From an optimization exercise on the open Yosys and OpenROAD flow, aimed at small area; shortcuts taken in it are not production practice. Where RTL was checked, it was by simulation tests only, not by an equivalence proof against the original. No activity file was given, so power comes from the tool's default toggle rates.

before:
==> flow/design.v <==
package seu_window_controller_pkg;
  typedef enum logic [2:0] {IDLE = 3'd0, CLEAR = 3'd1, SETTLE1 = 3'd2, SETTLE2 = 3'd3,
                            BASE = 3'd4, RUN = 3'd5, SNAP = 3'd6} state_t;
  localparam int NCH_DEF = 7;
  localparam int CNT_W_DEF = 64;
  localparam int WIN_W_DEF = 32;
  function automatic integer sel_w(input integer n);
    sel_w = n > 1 ? $clog2(n) : 1;
  endfunction
endpackage
module seu_snapshot_bank #(
  parameter int NCH = 7,
  parameter int CNT_W = 64,
  parameter int SEL_W = 3,
  parameter int CHUNK0 = 10,
  parameter int CHUNK = 9
) (
  input  logic                 clock,
  input  logic                 reset,
  input  logic                 capture,
  input  logic                 commit,
  input  logic                 zero,
  input  logic [NCH*CNT_W-1:0] err_count,
  input  logic                 rd_req,
  input  logic [SEL_W-1:0]     rd_sel,
  output logic                 rd_ack,
  output logic [CNT_W-1:0]     rd_data
);
  function automatic logic cut(input int i);
    cut = i >= CHUNK0 && (i - CHUNK0) % CHUNK == 0;
  endfunction
  logic [CNT_W-1:0] base_n_q [NCH];
  logic [CNT_W-1:0] sum_q [NCH];
  logic [CNT_W-1:0] cy_q [NCH];     
  logic [CNT_W-1:0] sum_d [NCH];
  logic [CNT_W-1:0] cy_d [NCH];
  logic             snap_zero_q;
  logic [CNT_W-1:0] rd_sum, rd_cy;
  always_comb
    for (int k = 0; k < NCH; k++) begin
      logic c;
      cy_d[k] = '0;
      c = 1'b1;
      for (int i = 0; i < CNT_W; i++) begin
        logic a, b;
        if (cut(i)) begin
          cy_d[k][i] = ~c;
          c = 1'b0;
        end
        a = err_count[k*CNT_W + i];
        b = base_n_q[k][i];
        sum_d[k][i] = a ^ b ^ c;
        c = (a & b) | (a & c) | (b & c);
      end
    end
  always_ff @(posedge clock)
    for (int k = 0; k < NCH; k++) begin
      if (capture) base_n_q[k] <= ~err_count[k*CNT_W +: CNT_W];
      if (commit) begin
        sum_q[k] <= sum_d[k];
        for (int i = 0; i < CNT_W; i++) if (cut(i)) cy_q[k][i] <= cy_d[k][i];
      end
    end
  always_ff @(posedge clock)
    if (reset) snap_zero_q <= 1'b1;
    else if (commit) snap_zero_q <= zero;
  always_comb begin
    rd_sum = '0;
    rd_cy = '0;
    if (!reset && !snap_zero_q)
      for (int k = 0; k < NCH; k++)
        if (rd_sel == SEL_W'(k)) begin
          rd_sum = sum_q[k];
          for (int i = 0; i < CNT_W; i++) if (cut(i)) rd_cy[i] = ~cy_q[k][i];
        end
  end
  always_ff @(posedge clock) begin
    rd_ack <= reset ? 1'b0 : rd_req;
    if (reset || rd_req) rd_data <= rd_sum + rd_cy;
  end
endmodule
module seu_window_controller #(
  parameter int NCH = seu_window_controller_pkg::NCH_DEF,
  parameter int CNT_W = seu_window_controller_pkg::CNT_W_DEF,
  parameter int WIN_W = seu_window_controller_pkg::WIN_W_DEF,
  localparam int SEL_W = seu_window_controller_pkg::sel_w(NCH)
) (
  input  logic                 clock,
  input  logic                 reset,
  input  logic                 start,
  input  logic                 stop,
  input  logic                 continuous,
  input  logic [WIN_W-1:0]     window_len,
  input  logic [NCH*CNT_W-1:0] err_count,
  output logic [NCH-1:0]       clear_pulse,
  output logic                 busy,
  output logic                 done,
  output logic                 aborted,
  output logic [15:0]          window_id,
  input  logic                 rd_req,
  input  logic [SEL_W-1:0]     rd_sel,
  output logic                 rd_ack,
  output logic [CNT_W-1:0]     rd_data
);
  seu_window_controller_pkg::state_t state_q, state_d;
  logic [WIN_W-1:0] len_q, cnt_q;
  logic abort_q, zero_q, pre_snap;
  always_ff @(posedge clock) state_q <= reset ? seu_window_controller_pkg::IDLE : state_d;
  always_comb begin
    state_d = state_q;
    busy = state_q != seu_window_controller_pkg::IDLE;
    done = state_q == seu_window_controller_pkg::SNAP;
    pre_snap = busy && !done;
    clear_pulse = {NCH{reset || state_q == seu_window_controller_pkg::CLEAR}};
    case (state_q)
      seu_window_controller_pkg::IDLE:    state_d = start ? seu_window_controller_pkg::CLEAR : seu_window_controller_pkg::IDLE;
      seu_window_controller_pkg::CLEAR:   state_d = stop ? seu_window_controller_pkg::SNAP : seu_window_controller_pkg::SETTLE1;
      seu_window_controller_pkg::SETTLE1: state_d = stop ? seu_window_controller_pkg::SNAP : seu_window_controller_pkg::SETTLE2;
      seu_window_controller_pkg::SETTLE2: state_d = stop ? seu_window_controller_pkg::SNAP : seu_window_controller_pkg::BASE;
      seu_window_controller_pkg::BASE:    state_d = stop ? seu_window_controller_pkg::SNAP : seu_window_controller_pkg::RUN;
      seu_window_controller_pkg::RUN:     state_d = stop || cnt_q[WIN_W-1:1] == '0 ? seu_window_controller_pkg::SNAP : seu_window_controller_pkg::RUN;
      seu_window_controller_pkg::SNAP:    state_d = continuous && !abort_q ? seu_window_controller_pkg::CLEAR : seu_window_controller_pkg::IDLE;
      default: state_d = seu_window_controller_pkg::IDLE;
    endcase
  end
  always_ff @(posedge clock) begin
    if (state_q == seu_window_controller_pkg::IDLE && start) len_q <= window_len;
    cnt_q <= state_q == seu_window_controller_pkg::RUN ? cnt_q - WIN_W'(1) : len_q;
  end
  always_ff @(posedge clock) begin
    abort_q <= stop && pre_snap;
    zero_q <= stop && pre_snap && state_q != seu_window_controller_pkg::RUN;
  end
  always_ff @(posedge clock)
    if (reset) begin
      aborted <= 1'b0;
      window_id <= '0;
    end else if (done) begin
      aborted <= abort_q;
      window_id <= window_id + 16'd1;
    end
  seu_snapshot_bank #(.NCH(NCH), .CNT_W(CNT_W), .SEL_W(SEL_W)) u_bank (
    .clock(clock),
    .reset(reset),
    .capture(state_q == seu_window_controller_pkg::BASE),
    .commit(done),
    .zero(zero_q),
    .err_count(err_count),
    .rd_req(rd_req),
    .rd_sel(rd_sel),
    .rd_ack(rd_ack),
    .rd_data(rd_data)
  );
endmodule
==> flow/config.mk <==
export PLATFORM = sky130hd
export DESIGN_NAME = seu_window_controller
export DESIGN_NICKNAME = seu_window_controller
export VERILOG_FILES = /design/flow/design.v
export SDC_FILE = /design/flow/constraint.sdc
export NUM_CORES = 4
export LEC_CHECK = 0
export CAP_MARGIN = 20
export CORE_MARGIN = 2
export CORE_UTILIZATION = 40
export SLEW_MARGIN = 20
==> flow/constraint.sdc <==
create_clock -name core_clock -period 5.0 [get_ports {clock}]
set_input_delay 1.0000 -clock core_clock [delete_from_list [all_inputs] [get_ports {clock}]]
set_output_delay 1.0000 -clock core_clock [all_outputs]
set_load 0.01 [all_outputs]
standard.sh (not shown) runs the stock make flow with config.mk's settings and CLKGATE_MAP_FILE= SYNTH_SCRIPT=/design/flow/synth_recipe.tcl, a recipe that flattens the netlist after the stock synthesis.
==> flow/flow/run.sh <==
#!/bin/bash
set -euo pipefail
export BUFFER_PORTS_ARGS="-buffer_cell sky130_fd_sc_hd__buf_1"
export CTS_ARGS="-sink_clustering_enable -repair_clock_nets -dont_use_dummy_load -buf_list {sky130_fd_sc_hd__clkbuf_16} -sink_clustering_size 30 -sink_clustering_max_diameter 100"
bash standard.sh finish > flow_make.log 2>&1
Changes in after relative to before:
--- a/flow/design.v
+++ b/flow/design.v
@@ -11,10 +11,10 @@
 module seu_snapshot_bank #(
   parameter int NCH = 7,
   parameter int CNT_W = 64,
   parameter int SEL_W = 3,
-  parameter int CHUNK0 = 10,
-  parameter int CHUNK = 9
+  parameter int CHUNK0 = 8,
+  parameter int CHUNK = 8
 ) (
   input  logic                 clock,
   input  logic                 reset,
   input  logic                 capture,
@@ -34,9 +34,9 @@
   logic [CNT_W-1:0] cy_q [NCH];     
   logic [CNT_W-1:0] sum_d [NCH];
   logic [CNT_W-1:0] cy_d [NCH];
   logic             snap_zero_q;
-  logic [CNT_W-1:0] rd_sum, rd_cy;
+  logic [CNT_W-1:0] rd_sum, rd_cy, rd_add;
   always_comb
     for (int k = 0; k < NCH; k++) begin
       logic c;
       cy_d[k] = '0;
@@ -73,11 +73,29 @@
           rd_sum = sum_q[k];
           for (int i = 0; i < CNT_W; i++) if (cut(i)) rd_cy[i] = ~cy_q[k][i];
         end
   end
+  always_comb begin
+    logic k, c1, pre;
+    k = 1'b0;
+    c1 = 1'b0;
+    pre = 1'b0;
+    for (int i = 0; i < CNT_W; i++) begin
+      if (i < CHUNK0) rd_add[i] = rd_sum[i];
+      else if (cut(i)) begin
+        rd_add[i] = rd_sum[i] ^ rd_cy[i] ^ k;
+        c1 = (rd_sum[i] & rd_cy[i]) | (k & (rd_sum[i] | rd_cy[i]));
+        pre = 1'b1;
+      end else begin
+        rd_add[i] = rd_sum[i] ^ (c1 & pre);
+        pre = pre & rd_sum[i];
+      end
+      if (i + 1 == CNT_W || cut(i + 1)) k = c1 & pre;
+    end
+  end
   always_ff @(posedge clock) begin
     rd_ack <= reset ? 1'b0 : rd_req;
-    if (reset || rd_req) rd_data <= rd_sum + rd_cy;
+    if (reset || rd_req) rd_data <= rd_add;
   end
 endmodule
 module seu_window_controller #(
   parameter int NCH = seu_window_controller_pkg::NCH_DEF,
@@ -104,8 +122,14 @@
 );
   seu_window_controller_pkg::state_t state_q, state_d;
   logic [WIN_W-1:0] len_q, cnt_q;
   logic abort_q, zero_q, pre_snap;
+  logic [WIN_W-1:0] cnt_dec;
+  logic [15:0] id_inc;
+  always_comb begin
+    for (int i = 0; i < WIN_W; i++) cnt_dec[i] = cnt_q[i] ^ ~|(cnt_q & ((WIN_W'(1) << i) - WIN_W'(1)));
+    for (int i = 0; i < 16; i++) id_inc[i] = window_id[i] ^ &(window_id | ~((16'(1) << i) - 16'(1)));
+  end
   always_ff @(posedge clock) state_q <= reset ? seu_window_controller_pkg::IDLE : state_d;
   always_comb begin
     state_d = state_q;
     busy = state_q != seu_window_controller_pkg::IDLE;
@@ -124,9 +148,9 @@
     endcase
   end
   always_ff @(posedge clock) begin
     if (state_q == seu_window_controller_pkg::IDLE && start) len_q <= window_len;
-    cnt_q <= state_q == seu_window_controller_pkg::RUN ? cnt_q - WIN_W'(1) : len_q;
+    cnt_q <= state_q == seu_window_controller_pkg::RUN ? cnt_dec : len_q;
   end
   always_ff @(posedge clock) begin
     abort_q <= stop && pre_snap;
     zero_q <= stop && pre_snap && state_q != seu_window_controller_pkg::RUN;
@@ -136,9 +160,9 @@
       aborted <= 1'b0;
       window_id <= '0;
     end else if (done) begin
       aborted <= abort_q;
-      window_id <= window_id + 16'd1;
+      window_id <= id_inc;
     end
   seu_snapshot_bank #(.NCH(NCH), .CNT_W(CNT_W), .SEL_W(SEL_W)) u_bank (
     .clock(clock),
     .reset(reset),
Results
after finished every stage; the final checks, however, were not passed, the failures being setup timing.
On worst slack on hold paths, before and after are neck and neck.
after vs. before: data arrival at the endpoint of the critical path went up by 6.15 ns.
before -> after: clock transition at the register clock pins on the worst setup and hold paths after CTS flat
Looking at combinational power, after sits about 13% higher than before does.
Of before and after, the run reporting the lower setup slack of the critical path after layout was after.
On final instance count without filler cells, before and after are basically level.
Ratio of routed vias to standard cells shrinks slightly when moving from before to after.
after reports a lower xor and xnor fraction of the mapped netlist area than before does.
Maximum number of pins on one net before global-route repair went down by a few percent going from before to after.
Compared with before, in after number of flops mapped to enable cells by yosys has increased; achievable clock frequency has decreased.
Wire length reported by the detailed router: after better than before
Relative to before, fraction of synthesized area in multiplexers decreased by 0.40 points in after.
No functional check of the RTL was part of after.

## port drivers added, routing unchanged
How much do the figures lean on ideal ports? The routed layouts below were timed once more, with nothing changed but the port constraints.
Step 1, drivers: a clkbuf_16 drives clock and a buf_2 each remaining input, both assumed.
Step 2 moves the port delays by t, midway between the first and last clock arrival at a register: inputs arrive t later, outputs are due t later. That takes back most of the time a late clock gives input paths.
Slacks: ideal / step 1 / step 2; pairs: ideal / step 1.
run | t (ns) | setup WS [ns] | pins driven straight from the clock port
before | 0.716 | 0.232 / 0.269 / -0.447 | 1
after | 0.719 | -5.914 / -5.898 / -6.617 | 1
Met with ideal ports but missed after step 2: setup timing in before. The setup slack of after, which loses most, moves by +0.016 ns with the drivers and by -0.703 ns with both steps.
